Background: an optimization exercise with open tools, aiming at small area, a short achievable clock period and few clock cycles per item. Do not read the settings as production practice.
At most, simulation tests tie the RTL to the original design; equivalence was not proved.

==> 01-02 <==
==> flow/design.v <==
`timescale 1ns / 1ps
package abc_pkg;
    typedef logic [31:0] t_word;
    localparam logic CFG_KEY  = 1'b0;
    localparam logic CFG_MODE = 1'b1;
    localparam t_word SEED_TWO_INIT = 32'hEEEE_EEEE;
    localparam logic [21:0] LCG_MOD = 22'h2A_AAAB;
    localparam logic [511:0] TAIL_TABLE_P3 = {
        32'h7303286F,  
        32'h6149809F,  
        32'h30930D05,  
        32'h99F82E07,  
        32'h83BDA8A0,  
        32'h0FB5560F,  
        32'h64821378,  
        32'h3B4E9FB6,  
        32'h8F931ABB,  
        32'h420B949C,  
        32'hC4101122,  
        32'hF32F1336,  
        32'h2F316025,  
        32'hBADCE7F8,  
        32'h3D750222,  
        32'hA7BF92D3   
    };
    function automatic logic [21:0] jump_table(input logic [5:0] k);
        case (k)
            6'd0: jump_table = 22'h13193A;
            6'd1: jump_table = 22'h175496;
            6'd2: jump_table = 22'h26F49B;
            6'd3: jump_table = 22'h229AFB;
            6'd4: jump_table = 22'h0B7F86;
            6'd5: jump_table = 22'h020B52;
            6'd6: jump_table = 22'h0E1D9E;
            6'd7: jump_table = 22'h0A9B76;
            6'd8: jump_table = 22'h29A223;
            6'd9: jump_table = 22'h1F8238;
            6'd10: jump_table = 22'h1EE79A;
            6'd11: jump_table = 22'h147BF9;
            6'd12: jump_table = 22'h0FC353;
            6'd13: jump_table = 22'h0FE85D;
            6'd14: jump_table = 22'h1125A5;
            6'd15: jump_table = 22'h1E23BD;
            6'd16: jump_table = 22'h15C040;
            6'd17: jump_table = 22'h1EAC2C;
            6'd18: jump_table = 22'h11CD7E;
            6'd19: jump_table = 22'h1975E9;
            6'd20: jump_table = 22'h09AF77;
            6'd21: jump_table = 22'h244F79;
            6'd22: jump_table = 22'h234F6F;
            6'd23: jump_table = 22'h222ADE;
            6'd24: jump_table = 22'h2A1909;
            6'd25: jump_table = 22'h2A3804;
            6'd26: jump_table = 22'h29DE9A;
            6'd27: jump_table = 22'h05382E;
            6'd28: jump_table = 22'h0F14E1;
            6'd29: jump_table = 22'h27136E;
            6'd30: jump_table = 22'h0CDE39;
            6'd31: jump_table = 22'h181316;
            6'd32: jump_table = 22'h25690B;
            6'd33: jump_table = 22'h0F8754;
            6'd34: jump_table = 22'h150719;
            6'd35: jump_table = 22'h0D4A6B;
            6'd36: jump_table = 22'h145E8C;
            6'd37: jump_table = 22'h070E89;
            6'd38: jump_table = 22'h289EEC;
            6'd39: jump_table = 22'h1EDA81;
            6'd40: jump_table = 22'h1C29DF;
            6'd41: jump_table = 22'h104EAC;
            6'd42: jump_table = 22'h09C7B0;
            6'd43: jump_table = 22'h06ED78;
            6'd44: jump_table = 22'h250A1B;
            6'd45: jump_table = 22'h106921;
            6'd46: jump_table = 22'h26C7A0;
            6'd47: jump_table = 22'h158496;
            6'd48: jump_table = 22'h269358;
            6'd49: jump_table = 22'h1001B8;
            6'd50: jump_table = 22'h0ED3E1;
            6'd51: jump_table = 22'h104F5E;
            6'd52: jump_table = 22'h0B1719;
            6'd53: jump_table = 22'h09BC83;
            6'd54: jump_table = 22'h1E369F;
            6'd55: jump_table = 22'h14E5DD;
            6'd56: jump_table = 22'h25EACF;
            6'd57: jump_table = 22'h1CFA70;
            6'd58: jump_table = 22'h0D16FD;
            6'd59: jump_table = 22'h258E6F;
            6'd60: jump_table = 22'h163977;
            6'd61: jump_table = 22'h089810;
            6'd62: jump_table = 22'h0B84A1;
            6'd63: jump_table = 22'h1AC406;
            default: jump_table = 22'h0;
        endcase
    endfunction
endpackage
`timescale 1ns / 1ps
module archive_block_cipher (
    input  logic        i_clk,
    input  logic        i_rst_n,
    input  logic        i_cfg_wr_en,
    input  logic        i_cfg_index,
    input  logic [31:0] i_cfg_data,
    input  logic        i_in_valid,
    output logic        o_in_stall,
    input  logic [31:0] i_data_word,
    input  logic        i_last,
    output logic        o_out_valid,
    input  logic        i_out_stall,
    output logic [31:0] o_result_word,
    output logic        o_last_out
);
    logic [31:0] r_key;
    logic        r_mode;
    logic        r_stall;
    logic        r_nstart;
    logic        r_out_v, r_out_l;
    logic [31:0] r_out_d;
    logic        r_os_v, r_os_l;
    logic [31:0] r_os_d;
    logic [31:0] r_s1;
    logic [31:0] r_tk;
    logic [31:0] r_tk1;
    logic        eng_busy_n;
    logic [31:0] r_a;
    logic [31:0] r_b;
    logic        proc, cont, out_free, os_v_n, key_wr;
    logic [31:0] s1_next, s1_nx;
    logic [31:0] tc;
    assign proc     = i_in_valid && !r_stall;
    assign cont     = proc && !i_last;
    assign out_free = !r_out_v || !i_out_stall;
    assign os_v_n   = !out_free && (r_os_v || proc);
    assign key_wr   = i_cfg_wr_en && (i_cfg_index == abc_pkg::CFG_KEY);
    always_ff @(posedge i_clk) begin
        if (!i_rst_n) begin
            r_key  <= '0;
            r_mode <= 1'b0;
        end else if (i_cfg_wr_en) begin
            if (i_cfg_index == abc_pkg::CFG_KEY) r_key  <= i_cfg_data;
            else                                 r_mode <= i_cfg_data[0];
        end
    end
    always_ff @(posedge i_clk) begin
        if (!i_rst_n) begin
            r_stall <= 1'b1;
        end else begin
            r_stall <= os_v_n || key_wr || eng_busy_n;
        end
    end
    assign o_in_stall = r_stall;
    assign s1_next = ((~r_s1 << 21) + 32'h1111_1111) | (r_s1 >> 11);
    always_comb begin
        if (cont)                 s1_nx = s1_next;
        else if (proc || r_nstart) s1_nx = r_key;
        else                      s1_nx = r_s1;
        tc = r_nstart ? r_tk1
                      : abc_pkg::TAIL_TABLE_P3[{r_s1[18:17], r_s1[14:13]} * 32 +: 32];
    end
    always_ff @(posedge i_clk) begin
        if (!i_rst_n) begin
            r_nstart <= 1'b1;
        end else if (proc) begin
            r_nstart <= i_last;
        end
    end
    always_ff @(posedge i_clk) begin
        r_s1 <= s1_nx;
    end
    localparam logic [2:0] E_IDLE = 3'd0, E_LOAD = 3'd1, E_STEP = 3'd2,
                           E_RHI  = 3'd3, E_SLO  = 3'd4, E_RLO  = 3'd5;
    localparam logic [25:0] E_BIAS = 26'h200_0007 + 26'h2 - 26'h3FF - 26'h80_0000 - 26'h100_0000;
    logic [2:0]  r_est;
    logic        r_eph;
    logic [5:0]  r_ecnt;
    logic [4:0]  r_rsel;
    logic [25:0] r_es;      
    logic [25:0] e_next;
    logic        e_run;
    logic [7:0]  e_idx;
    logic [8:0]  e_k;       
    logic [5:0]  e_j;       
    logic [2:0]  e_n;       
    logic [4:0]  e_h3;
    logic [25:0] e_o1, e_o2, e_o3, e_o4;
    logic [25:0] e_s1, e_c1, e_s3, e_c3, e_step;
    logic [25:0] e_km, e_sub, e_red;
    logic        e_borrow, e_last_red;
    assign e_idx = r_eph ? (8'h11 | r_key[18:11]) : r_key[7:0];
    assign e_k   = (e_idx == 8'd0) ? 9'd0 : {1'b0, e_idx} + 9'd3;
    assign e_j   = e_k[8] ? 6'd63 : e_k[7:2];
    assign e_n   = {e_k[8], e_k[1:0]};
    always_comb begin
        e_h3 = {2'b0, r_es[25:23]} + {1'b0, r_es[25:23], 1'b0} + E_BIAS[4:0];
        e_o1 = {3'b0, r_es[15:0], 2'b0, e_h3};
        e_o2 = {E_BIAS[25:10], ~r_es[25:16]};
        e_o3 = {3'b0, ~r_es[22:0]};
        e_o4 = {2'b0, ~r_es[22:0], 1'b1};
        e_s1 = e_o1 ^ e_o2 ^ e_o3;
        e_c1 = ((e_o1 & e_o2) | (e_o1 & e_o3) | (e_o2 & e_o3)) << 1;
        e_s3 = e_s1 ^ e_c1 ^ e_o4;
        e_c3 = ((e_s1 & e_c1) | (e_s1 & e_o4) | (e_c1 & e_o4)) << 1;
        e_step = e_s3 + e_c3;
        e_km = ({26{r_rsel[0]}} & ({4'b0, abc_pkg::LCG_MOD} << 4))
             | ({26{r_rsel[1]}} & ({4'b0, abc_pkg::LCG_MOD} << 3))
             | ({26{r_rsel[2]}} & ({4'b0, abc_pkg::LCG_MOD} << 2))
             | ({26{r_rsel[3]}} & ({4'b0, abc_pkg::LCG_MOD} << 1))
             | ({26{r_rsel[4]}} &  {4'b0, abc_pkg::LCG_MOD});
        {e_borrow, e_sub} = {1'b0, r_es} - {1'b0, e_km};
        e_red = e_borrow ? r_es : e_sub;
        e_last_red = r_rsel[4];
    end
    assign r_es  = r_os_d[25:0];
    assign e_run = (r_est != E_IDLE);
    always_comb begin
        case (r_est)
            E_LOAD:         e_next = {4'b0, abc_pkg::jump_table(e_j)};
            E_STEP, E_SLO:  e_next = e_step;
            default:        e_next = e_red;
        endcase
    end
    assign eng_busy_n = (r_est != E_IDLE) && !(r_est == E_RLO && e_last_red && r_eph);
    always_ff @(posedge i_clk) begin
        if (!i_rst_n || key_wr) begin
            r_est <= E_LOAD;
            r_eph <= 1'b0;
        end else begin
            case (r_est)
                E_LOAD: begin
                    r_ecnt <= (e_n == 3'd0) ? 6'd0 : {2'b0, e_n, 1'b0} + {e_n, 3'b0} - 6'd1;
                    r_est  <= (e_n == 3'd0) ? E_RHI : E_STEP;
                    r_rsel <= 5'b00001;
                end
                E_STEP: begin
                    r_ecnt <= r_ecnt - 6'd1;
                    if (r_ecnt == 6'd0) begin
                        r_ecnt <= 6'd0;
                        r_est  <= E_RHI;
                    end
                end
                E_RHI: begin
                    r_rsel <= {r_rsel[3:0], r_rsel[4]};
                    if (e_last_red) begin
                        r_est <= E_SLO;
                        if (r_eph) r_tk1[31:16] <= e_red[15:0];
                        else       r_tk[31:16]  <= e_red[15:0];
                    end
                end
                E_SLO: begin
                    r_est  <= E_RLO;
                end
                E_RLO: begin
                    r_rsel <= {r_rsel[3:0], r_rsel[4]};
                    if (e_last_red) begin
                        if (r_eph) r_tk1[15:0] <= e_red[15:0];
                        else       r_tk[15:0]  <= e_red[15:0];
                        r_eph <= 1'b1;
                        r_est <= r_eph ? E_IDLE : E_LOAD;
                    end
                end
                default: ;
            endcase
        end
    end
    logic [31:0] v_s, v_c, v;
    logic [31:0] res, p;
    logic [31:0] w1_s, w1_c, w2_s, w2_c, w3_s, w3_c, w;
    logic [31:0] a5, b5;
    always_comb begin
        v_s = r_s1 ^ r_a ^ r_b;
        v_c = ((r_s1 & r_a) | (r_s1 & r_b) | (r_a & r_b)) << 1;
        v   = v_s + v_c;
        res = i_data_word ^ v;
        p   = r_mode ? res : i_data_word;
        a5   = r_a << 5;
        b5   = {r_b[26:0], 3'b000, r_nstart, r_nstart};
        w1_s = r_a ^ r_b ^ a5;
        w1_c = ((r_a & r_b) | (r_a & a5) | (r_b & a5)) << 1;
        w2_s = w1_s ^ w1_c ^ b5;
        w2_c = ((w1_s & w1_c) | (w1_s & b5) | (w1_c & b5)) << 1;
        w3_s = w2_s ^ w2_c ^ tc;
        w3_c = ((w2_s & w2_c) | (w2_s & tc) | (w2_c & tc)) << 1;
        w    = w3_s + w3_c;
    end
    always_ff @(posedge i_clk) begin
        if (proc || r_nstart) begin
            r_a <= cont ? p : r_tk;
            r_b <= cont ? w : abc_pkg::SEED_TWO_INIT;
        end
    end
    always_ff @(posedge i_clk) begin
        if (!i_rst_n) begin
            r_out_v <= 1'b0;
            r_os_v  <= 1'b0;
        end else begin
            if (out_free) r_out_v <= r_os_v || proc;
            r_os_v <= os_v_n;
        end
    end
    always_ff @(posedge i_clk) begin
        if (out_free) begin
            r_out_d <= r_os_v ? r_os_d : res;
            r_out_l <= r_os_v ? r_os_l : i_last;
        end
        if (e_run) begin
            r_os_d[25:0] <= e_next;
        end else if (proc) begin
            r_os_d <= res;
        end
        if (proc) begin
            r_os_l <= i_last;
        end
    end
    assign o_out_valid   = r_out_v;
    assign o_result_word = r_out_d;
    assign o_last_out    = r_out_l;
endmodule
==> flow/flow/run.sh <==
#!/bin/bash
# Standard ORFS layout (the standard.sh), with timing repair asked to leave
# more setup slack than the default so that it works on paths under the period.
set -euo pipefail
export SETUP_SLACK_MARGIN=${MARGIN:-6.3}
bash standard.sh > flow_make.log 2>&1
==> flow/standard.sh <==
#!/bin/bash
# synth_recipe.tcl (not shown) runs the flow's synth.tcl, then flattens the netlist and writes it again
# the make line also repeats each setting of config.mk as NAME=value (left out here)
make -C /OpenROAD-flow-scripts/flow DESIGN_CONFIG=/design/flow/config.mk WORK_HOME=/design/flow/orfs CLKGATE_MAP_FILE= SYNTH_SCRIPT=/design/flow/synth_recipe.tcl "${@:-finish}"
==> flow/config.mk <==
export PLATFORM = sky130hd
export DESIGN_NAME = archive_block_cipher
export DESIGN_NICKNAME = archive_block_cipher
export VERILOG_FILES = /design/flow/design.v
export SDC_FILE = /design/flow/constraint.sdc
export NUM_CORES = 4
export LEC_CHECK = 0
export CAP_MARGIN = 20
export CORE_MARGIN = 2
export CORE_UTILIZATION = 30
export SLEW_MARGIN = 20
export SYNTH_MEMORY_MAX_BITS = 16384
export TNS_END_PERCENT = 10
==> flow/constraint.sdc <==
create_clock -name core_clock -period 11.0 [get_ports {i_clk}]
set_input_delay 2.2000 -clock core_clock [delete_from_list [all_inputs] [get_ports {i_clk}]]
set_output_delay 2.2000 -clock core_clock [all_outputs]
set_load 0.01 [all_outputs]
==> inputs of 03-05, as changes to 01-02 <==
--- a/flow/design.v
+++ b/flow/design.v
@@ -125,3 +125,3 @@
     logic [31:0] r_b;
-    logic        proc, cont, out_free, os_v_n, key_wr;
+    logic        proc, out_free, os_v_n, key_wr;
     logic [31:0] s1_next, s1_nx;
@@ -129,3 +129,2 @@
     assign proc     = i_in_valid && !r_stall;
-    assign cont     = proc && !i_last;
     assign out_free = !r_out_v || !i_out_stall;
@@ -152,5 +151,5 @@
     always_comb begin
-        if (cont)                 s1_nx = s1_next;
-        else if (proc || r_nstart) s1_nx = r_key;
-        else                      s1_nx = r_s1;
+        if (proc)          s1_nx = i_last ? r_key : s1_next;
+        else if (r_nstart) s1_nx = r_key;
+        else               s1_nx = r_s1;
         tc = r_nstart ? r_tk1
@@ -284,5 +283,8 @@
     always_ff @(posedge i_clk) begin
-        if (proc || r_nstart) begin
-            r_a <= cont ? p : r_tk;
-            r_b <= cont ? w : abc_pkg::SEED_TWO_INIT;
+        if (proc) begin
+            r_a <= i_last ? r_tk : p;
+            r_b <= i_last ? abc_pkg::SEED_TWO_INIT : w;
+        end else if (r_nstart) begin
+            r_a <= r_tk;
+            r_b <= abc_pkg::SEED_TWO_INIT;
         end
--- a/flow/config.mk
+++ b/flow/config.mk
@@ -12,2 +12 @@
 export SYNTH_MEMORY_MAX_BITS = 16384
-export TNS_END_PERCENT = 10
==> inputs of 08-13, as changes to 01-02 <==
--- a/flow/design.v
+++ b/flow/design.v
@@ -125,3 +125,3 @@
     logic [31:0] r_b;
-    logic        proc, cont, out_free, os_v_n, key_wr;
+    logic        proc, out_free, os_v_n, key_wr;
     logic [31:0] s1_next, s1_nx;
@@ -129,3 +129,2 @@
     assign proc     = i_in_valid && !r_stall;
-    assign cont     = proc && !i_last;
     assign out_free = !r_out_v || !i_out_stall;
@@ -152,5 +151,5 @@
     always_comb begin
-        if (cont)                 s1_nx = s1_next;
-        else if (proc || r_nstart) s1_nx = r_key;
-        else                      s1_nx = r_s1;
+        if (proc)          s1_nx = i_last ? r_key : s1_next;
+        else if (r_nstart) s1_nx = r_key;
+        else               s1_nx = r_s1;
         tc = r_nstart ? r_tk1
@@ -284,5 +283,8 @@
     always_ff @(posedge i_clk) begin
-        if (proc || r_nstart) begin
-            r_a <= cont ? p : r_tk;
-            r_b <= cont ? w : abc_pkg::SEED_TWO_INIT;
+        if (proc) begin
+            r_a <= i_last ? r_tk : p;
+            r_b <= i_last ? abc_pkg::SEED_TWO_INIT : w;
+        end else if (r_nstart) begin
+            r_a <= r_tk;
+            r_b <= abc_pkg::SEED_TWO_INIT;
         end
--- a/flow/flow/run.sh
+++ b/flow/flow/run.sh
@@ -4,3 +4,3 @@
 set -euo pipefail
-export SETUP_SLACK_MARGIN=${MARGIN:-6.3}
+export SETUP_SLACK_MARGIN=${MARGIN:-6.0}
 bash standard.sh > flow_make.log 2>&1
--- a/flow/config.mk
+++ b/flow/config.mk
@@ -12,2 +12 @@
 export SYNTH_MEMORY_MAX_BITS = 16384
-export TNS_END_PERCENT = 10
==> results.cfg <==
[outcome]
status = complete, no violations

[synthesis]
synth_compound_area_share_pct = 20.1
synth_cell_types = 96
synthAdderAreaFrac_pct = 20.3

[sta]
max-slew-margin-rel_pct = 27.1

[die]
design.core.area_sq_um = 82000

[placed_design]
post-place-ws_ns = 5.63

[worst_setup_path]
critPathBufInv = 1
critPathLaunch = r_rsel[1]
the above is filed under 01-02

==> results.cfg <==
[synthesis]
synthAdderAreaFrac_pct = 20.2
synth_compound_area_share_pct = 19.7

[die]
design.core.area_sq_um = 82100

[worst_setup_path]
critPathLaunch = r_os_d[24]
cp.depth = 18

[placed_design]
post-place-ws_ns = 5.60

[outcome]
status = complete, no violations

[sta]
max-slew-margin-rel_pct = 24.9
the above is filed under 08-13

==> results.cfg <==
[synthesis]
synthAdderAreaFrac_pct = 20.2
synth_cell_types = 90
synth_compound_area_share_pct = 19.7

[die]
design.core.area_sq_um = 82100

[power]
p_leak_nw = 11.7

[sta]
finalHoldViolCount = 0
max-slew-margin-rel_pct = 19.2

[worst_setup_path]
critPathBufInv = 2
reg2reg_slack_ns = 6.32

[outcome]
status = complete, no violations
the above is filed under 03-05

Testbench counts of 01-02, summed over its fixed seeds: cycles 8,468, items 8,192.
The RTL of 03-05 and 08-13 was laid out without a check of its function.

## re-timing with driven ports
The results above use ideal ports. As a check the final layouts listed here were re-extracted and re-timed, cells and wires unchanged. Step 1 sets driving cells, clkbuf_16 on the clock port and buf_2 on the other inputs (assumed; they add their load-dependent delay and slew). Step 2 moves the port delays by t, midway between the first and last clock arrival at a register: inputs arrive t later, outputs are due t later. That takes back most of the time a late clock gives input paths. Three values: no drivers, after step 1, after step 2; two values: the first two.
run	t, ns	setup WS [ns]	worst hold slack (ns)	worst data-port slew with drivers (ns)
01-02	0.619	6.238 / 6.238 / 5.907	0.464 / 0.464 / 0.464	0.16
03-05	0.623	6.317 / 6.317 / 5.960	0.461 / 0.461 / 0.461	0.05
08-13	0.639	6.192 / 6.192 / 6.075	0.466 / 0.466 / 0.466	0.05
After both steps setup and hold are still met in every run listed. The setup slack of 03-05, which loses most, moves by 0.000 ns with the drivers and by -0.357 ns with both steps.
